Context: an optimization exercise on an open-source flow, tuned for small area. The choices shown serve that exercise and are no tape-out recipe.
Where RTL was checked, it was by simulation tests only, not by an equivalence proof against the original.
No activity file was given, so power comes from the tool's default toggle rates.

==> inputs of build 21 <==
Design pipe_snapshot_top, start of the top module:
module pipe_snapshot_top
(
  input  logic                            clk,
  input  logic                            rst_n,
  input  logic                            capture,
  input  logic                            advance,
  input  logic [dbg_pkg::PC_W-1:0]        current_pc,
  input  logic [dbg_pkg::PC_W-1:0]        pc_if,
  input  logic [dbg_pkg::WORD_W-1:0]      instr_if,
  input  logic [dbg_pkg::WORD_W-1:0]      data_a_id,
  input  logic [dbg_pkg::WORD_W-1:0]      data_b_id,
  input  logic [dbg_pkg::WORD_W-1:0]      sign_ext_id,
  input  logic [dbg_pkg::PC_W-1:0]        jump_dest_id,
  input  logic [dbg_pkg::REG_IDX_W-1:0]   reg_dest_r_id,
  input  logic [dbg_pkg::REG_IDX_W-1:0]   reg_dest_l_id,
  input  logic                            reg_dst_id,
  input  logic                            alu_src_id,
  input  logic                            mem_to_reg_id,
  input  logic                            reg_write_id,
  input  logic                            mem_read_id,
  input  logic                            mem_write_id,
  input  logic                            branch_id,
  input  logic [1:0]                      alu_op_id,
  input  logic [dbg_pkg::WORD_W-1:0]      result_ie,
  input  logic [dbg_pkg::WORD_W-1:0]      reg2_ie,
  input  logic [dbg_pkg::PC_W-1:0]        jump_dest_ie,
  input  logic                            zero_ie,
  input  logic [dbg_pkg::REG_IDX_W-1:0]   reg_dest_ie,
  input  logic                            mem_to_reg_ie,
  input  logic                            reg_write_ie,
  input  logic                            mem_read_ie,
  input  logic                            mem_write_ie,
  input  logic                            branch_ie,
  input  logic [dbg_pkg::WORD_W-1:0]      mem_data_mem,
  input  logic [dbg_pkg::WORD_W-1:0]      alu_result_mem,
  input  logic [dbg_pkg::REG_IDX_W-1:0]   reg_dest_mem,
  input  logic                            mem_to_reg_mem,
  input  logic                            reg_write_mem,
  output logic [dbg_pkg::BYTE_W-1:0]      read_data,
  output logic                            frame_full,
  output logic                            frame_empty
);
==> module byte_readout, before the edit <==
module byte_readout
(
  input  logic                      clk,
  input  logic                      rst_n,
  input  logic                      capture,       
  input  logic                      advance,       
  input  logic [dbg_pkg::FRAME_BYTES*dbg_pkg::BYTE_W-1:0] frame,   
  output logic                      take,          
  output logic [dbg_pkg::BYTE_W-1:0] read_data,
  output logic                      frame_full,
  output logic                      frame_empty
);
  logic       held;      
  dbg_pkg::frame_idx_t rd_idx;    
  logic       last;      
  assign take = capture && !held;    
  assign last = rd_idx[5] && rd_idx[4] && rd_idx[2] && rd_idx[1] && rd_idx[0];
  always_ff @(posedge clk)
  begin
    if (!rst_n)
      held <= 1'b0;
    else if (take)
      held <= 1'b1;
    else if (advance && last)
      held <= 1'b0;   
  end
  always_ff @(posedge clk)
  begin
    if (take)
      rd_idx <= '0;
    else if (advance)
      rd_idx <= rd_idx + dbg_pkg::frame_idx_t'(1);
  end
  logic [7:0] lo;    
  logic [6:0] hi;    
  logic [6:0][dbg_pkg::BYTE_W-1:0] grp;   
  always_comb
  begin
    for (int l = 0; l < 8; l++) lo[l] = (rd_idx[2:0] == 3'(l));
    for (int h = 0; h < 7; h++) hi[h] = (rd_idx[5:3] == 3'(h));
    read_data = '0;
    for (int h = 0; h < 7; h++)
    begin
      grp[h] = '0;
      for (int l = 0; l < 8; l++)
        grp[h] = grp[h] | ({dbg_pkg::BYTE_W{lo[l]}} & frame[(8*h+l)*dbg_pkg::BYTE_W +: dbg_pkg::BYTE_W]);
      read_data = read_data | ({dbg_pkg::BYTE_W{hi[h]}} & grp[h]);
    end
  end
  assign frame_full  = held && (rd_idx == '0);     
  assign frame_empty = !held;
endmodule
==> flow/config.mk <==
export PLATFORM = sky130hd
export DESIGN_NAME = pipe_snapshot_top
export DESIGN_NICKNAME = pipe_snapshot_top
export VERILOG_FILES = /design/flow/design.v
export SDC_FILE = /design/flow/constraint.sdc
export NUM_CORES = 4
export LEC_CHECK = 0
export CAP_MARGIN = 20
export CORE_MARGIN = 2
export CORE_UTILIZATION = 40
export SLEW_MARGIN = 20
==> flow/constraint.sdc <==
create_clock -name core_clock -period 6.0 [get_ports {clk}]
set_input_delay 1.2000 -clock core_clock [delete_from_list [all_inputs] [get_ports {clk}]]
set_output_delay 1.2000 -clock core_clock [all_outputs]
set_load 0.01 [all_outputs]
standard.sh (not shown) runs the stock make flow with config.mk's settings and CLKGATE_MAP_FILE= SYNTH_SCRIPT=/design/flow/synth_recipe.tcl, a recipe that flattens the netlist after the stock synthesis.
==> flow/flow/run.sh <==
#!/bin/bash
# Standard ORFS layout with smaller port buffers and a lighter clock tree.
set -euo pipefail
export BUFFER_PORTS_ARGS="-buffer_cell sky130_fd_sc_hd__buf_1"
export CTS_ARGS="-sink_clustering_enable -repair_clock_nets -dont_use_dummy_load -buf_list {sky130_fd_sc_hd__clkbuf_4 sky130_fd_sc_hd__clkbuf_8} -root_buf sky130_fd_sc_hd__clkbuf_8 -sink_clustering_size 20 -sink_clustering_max_diameter 60"
bash standard.sh > standard.log 2>&1
==> trial 72 (differences from build 21) <==
--- a/flow/design.v
+++ b/flow/design.v
@@ -98,17 +98,21 @@
     packed_frame[(dbg_pkg::MEM_BASE)*dbg_pkg::BYTE_W +: dbg_pkg::WORD_W] = msb_first(mem_data_mem);
     packed_frame[(dbg_pkg::MEM_BASE + 4)*dbg_pkg::BYTE_W +: dbg_pkg::WORD_W] = msb_first(alu_result_mem);
     packed_frame[(dbg_pkg::MEM_BASE + 8)*dbg_pkg::BYTE_W +: dbg_pkg::BYTE_W]  = dbg_pkg::BYTE_W'(reg_dest_mem);
     packed_frame[(dbg_pkg::MEM_BASE + 9)*dbg_pkg::BYTE_W +: dbg_pkg::BYTE_W]  = dbg_pkg::BYTE_W'(mem_to_reg_mem);
     packed_frame[(dbg_pkg::MEM_BASE + 10)*dbg_pkg::BYTE_W +: dbg_pkg::BYTE_W] = dbg_pkg::BYTE_W'(reg_write_mem);   
   end
   always_ff @(posedge clk)
   begin
-    if (take)
+    if (!rst_n)
+    begin
+      frame <= '0;
+    end
+    else if (take)
     begin
       frame <= packed_frame;   
     end
   end
 endmodule
 `timescale 1ns/10ps
 module byte_readout
 (
@@ -117,53 +121,48 @@
   input  logic                      capture,       
   input  logic                      advance,       
   input  logic [dbg_pkg::FRAME_BYTES*dbg_pkg::BYTE_W-1:0] frame,   
   output logic                      take,          
   output logic [dbg_pkg::BYTE_W-1:0] read_data,
   output logic                      frame_full,
   output logic                      frame_empty
 );
+  localparam dbg_pkg::frame_idx_t LAST_IDX = dbg_pkg::frame_idx_t'(dbg_pkg::FRAME_BYTES - 1);
   logic       held;      
   dbg_pkg::frame_idx_t rd_idx;    
-  logic       last;      
-  assign take = capture && !held;    
-  assign last = rd_idx[5] && rd_idx[4] && rd_idx[2] && rd_idx[1] && rd_idx[0];
+  logic       adv_ok;    
+  assign take   = capture && !held;    
+  assign adv_ok = advance && held;     
   always_ff @(posedge clk)
   begin
     if (!rst_n)
-      held <= 1'b0;
+    begin
+      held   <= 1'b0;
+      rd_idx <= '0;
+    end
     else if (take)
-      held <= 1'b1;
-    else if (advance && last)
-      held <= 1'b0;   
+    begin
+      held   <= 1'b1;
+      rd_idx <= '0;   
+    end
+    else if (adv_ok)
+    begin
+      if (rd_idx == LAST_IDX)
+      begin
+        held   <= 1'b0;   
+        rd_idx <= '0;
+      end
+      else
+      begin
+        rd_idx <= rd_idx + dbg_pkg::frame_idx_t'(1);
+      end
+    end
   end
-  always_ff @(posedge clk)
-  begin
-    if (take)
-      rd_idx <= '0;
-    else if (advance)
-      rd_idx <= rd_idx + dbg_pkg::frame_idx_t'(1);
-  end
-  logic [7:0] lo;    
-  logic [6:0] hi;    
-  logic [6:0][dbg_pkg::BYTE_W-1:0] grp;   
-  always_comb
-  begin
-    for (int l = 0; l < 8; l++) lo[l] = (rd_idx[2:0] == 3'(l));
-    for (int h = 0; h < 7; h++) hi[h] = (rd_idx[5:3] == 3'(h));
-    read_data = '0;
-    for (int h = 0; h < 7; h++)
-    begin
-      grp[h] = '0;
-      for (int l = 0; l < 8; l++)
-        grp[h] = grp[h] | ({dbg_pkg::BYTE_W{lo[l]}} & frame[(8*h+l)*dbg_pkg::BYTE_W +: dbg_pkg::BYTE_W]);
-      read_data = read_data | ({dbg_pkg::BYTE_W{hi[h]}} & grp[h]);
-    end
-  end
+  assign read_data   = frame[rd_idx*dbg_pkg::BYTE_W +: dbg_pkg::BYTE_W];              
   assign frame_full  = held && (rd_idx == '0);     
   assign frame_empty = !held;
 endmodule
 `timescale 1ns/10ps
 module pipe_snapshot_top
 (
   input  logic                            clk,
   input  logic                            rst_n,
==> flow/run.sh (new file) <==
#!/bin/bash
# synth_recipe.tcl (not shown) runs the flow's synth.tcl, then flattens the netlist and writes it again
# the make line also repeats each setting of config.mk as NAME=value (left out here)
make -C /OpenROAD-flow-scripts/flow DESIGN_CONFIG=/design/flow/config.mk WORK_HOME=/design/flow/orfs CLKGATE_MAP_FILE= SYNTH_SCRIPT=/design/flow/synth_recipe.tcl finish
removed: flow/flow/run.sh
removed: flow/standard.sh
==> trial 95 (differences from build 21) <==
--- a/flow/design.v
+++ b/flow/design.v
@@ -120,16 +120,17 @@
   output logic                      take,          
   output logic [dbg_pkg::BYTE_W-1:0] read_data,
   output logic                      frame_full,
   output logic                      frame_empty
 );
   logic       held;      
   dbg_pkg::frame_idx_t rd_idx;    
   logic       last;      
+  logic [dbg_pkg::FRAME_BYTES-1:0] sel;   
   assign take = capture && !held;    
   assign last = rd_idx[5] && rd_idx[4] && rd_idx[2] && rd_idx[1] && rd_idx[0];
   always_ff @(posedge clk)
   begin
     if (!rst_n)
       held <= 1'b0;
     else if (take)
       held <= 1'b1;
@@ -138,31 +139,26 @@
   end
   always_ff @(posedge clk)
   begin
     if (take)
       rd_idx <= '0;
     else if (advance)
       rd_idx <= rd_idx + dbg_pkg::frame_idx_t'(1);
   end
-  logic [7:0] lo;    
-  logic [6:0] hi;    
-  logic [6:0][dbg_pkg::BYTE_W-1:0] grp;   
   always_comb
   begin
-    for (int l = 0; l < 8; l++) lo[l] = (rd_idx[2:0] == 3'(l));
-    for (int h = 0; h < 7; h++) hi[h] = (rd_idx[5:3] == 3'(h));
+    for (int k = 0; k < dbg_pkg::FRAME_BYTES; k++)
+      sel[k] = (rd_idx == dbg_pkg::frame_idx_t'(k));
+  end
+  always_comb
+  begin
     read_data = '0;
-    for (int h = 0; h < 7; h++)
-    begin
-      grp[h] = '0;
-      for (int l = 0; l < 8; l++)
-        grp[h] = grp[h] | ({dbg_pkg::BYTE_W{lo[l]}} & frame[(8*h+l)*dbg_pkg::BYTE_W +: dbg_pkg::BYTE_W]);
-      read_data = read_data | ({dbg_pkg::BYTE_W{hi[h]}} & grp[h]);
-    end
+    for (int k = 0; k < dbg_pkg::FRAME_BYTES; k++)
+      read_data = read_data | ({dbg_pkg::BYTE_W{sel[k]}} & frame[k*dbg_pkg::BYTE_W +: dbg_pkg::BYTE_W]);
   end
   assign frame_full  = held && (rd_idx == '0);     
   assign frame_empty = !held;
 endmodule
 `timescale 1ns/10ps
 module pipe_snapshot_top
 (
   input  logic                            clk,
==> flow/run.sh (new file) <==
#!/bin/bash
# synth_recipe.tcl (not shown) runs the flow's synth.tcl, then flattens the netlist and writes it again
# the make line also repeats each setting of config.mk as NAME=value (left out here)
make -C /OpenROAD-flow-scripts/flow DESIGN_CONFIG=/design/flow/config.mk WORK_HOME=/design/flow/orfs CLKGATE_MAP_FILE= SYNTH_SCRIPT=/design/flow/synth_recipe.tcl finish
removed: flow/flow/run.sh
removed: flow/standard.sh
==> run summary <==
Status - timing/DRC/antenna clean
Hold_sp - snapshot_capture_inst.frame[89]$_SDFFE_PN0P_
Max Freq - 197 MHz
Multiplexer share of the synthesized area - 10.9%
Layout cell share with drive strength beyond 1 - 7.41%
Cell Int Power - 4.16 mW
Largest net degree at the start of global routing - 124
Most common cell after layout, fill and taps aside - nand2_1
Syn_area_per_cell - 8.67 sq um
DP Worst Slack - 1.47 ns
Synth area leaders - dfxtp_1 (44%), nand2_1 (17%), a21boi_0 (16%)
Vias/cell - 5.16
Source of the figures above: trial 72

==> run summary <==
Most common cell after layout, fill and taps aside - clkdlybuf4s50_1
Synth cell count leaders - edfxtp_1 (325), nand3_1 (200), nand4_1 (54), clkbuf_1 (48), nand2_1 (21)
Status - timing/DRC/antenna clean
Syn_area_per_cell - 15.1 sq um
Multiplexer share of the synthesized area - 1.10%
DP Worst Slack - 1.34 ns
Layout cell share with drive strength beyond 1 - 8.21%
Hold_sp - byte_readout_inst.rd_idx[1]$_SDFFE_PP0P_
Vias/cell - 5.65
Max Freq - 194 MHz
Source of the figures above: trial 95

==> run summary <==
Multiplexer share of the synthesized area - 2.70%
Biggest register - snapshot_capture_inst.frame
DP Worst Slack - 1.46 ns
Max Freq - 197 MHz
Synth area leaders - edfxtp_1 (79%), a222oi_1 (5.3%), mux2_2 (2.1%)
Syn_area_per_cell - 17.9 sq um
Vias/cell - 5.48
Most common cell after layout, fill and taps aside - buf_1
Layout cell share with drive strength beyond 1 - 7.12%
Cell Int Power - 3.42 mW
Largest net degree at the start of global routing - 153
Status - timing/DRC/antenna clean
Source of the figures above: build 21

Only the layout flow was run in build 21; the RTL was not checked for function there.

-- afterwards: timing with drivers on the ports --
In the flow no input, the clock included, has a driving cell. The finished layouts below were timed again as built, in two steps. Step 1: set_driving_cell puts a clkbuf_16 on clk and a buf_2 on each other input, an assumption about the parent block. Step 2 moves the port delays by t, midway between the first and last clock arrival at a register: inputs arrive t later, outputs are due t later. That takes back most of the time a late clock gives input paths. a / b / c = no drivers / after step 1 / after step 2; a / b = the first two.
run	t, ns	setup slack, ns	clock arrival spread, ns
build 21	0.632	0.915 / 0.872 / 1.504	0.090 / 0.090
trial 72	0.575	0.919 / 0.866 / 1.440	0.017 / 0.017
trial 95	0.569	0.839 / 0.788 / 1.356	0.014 / 0.013
After both steps setup and hold are still met in every run listed.
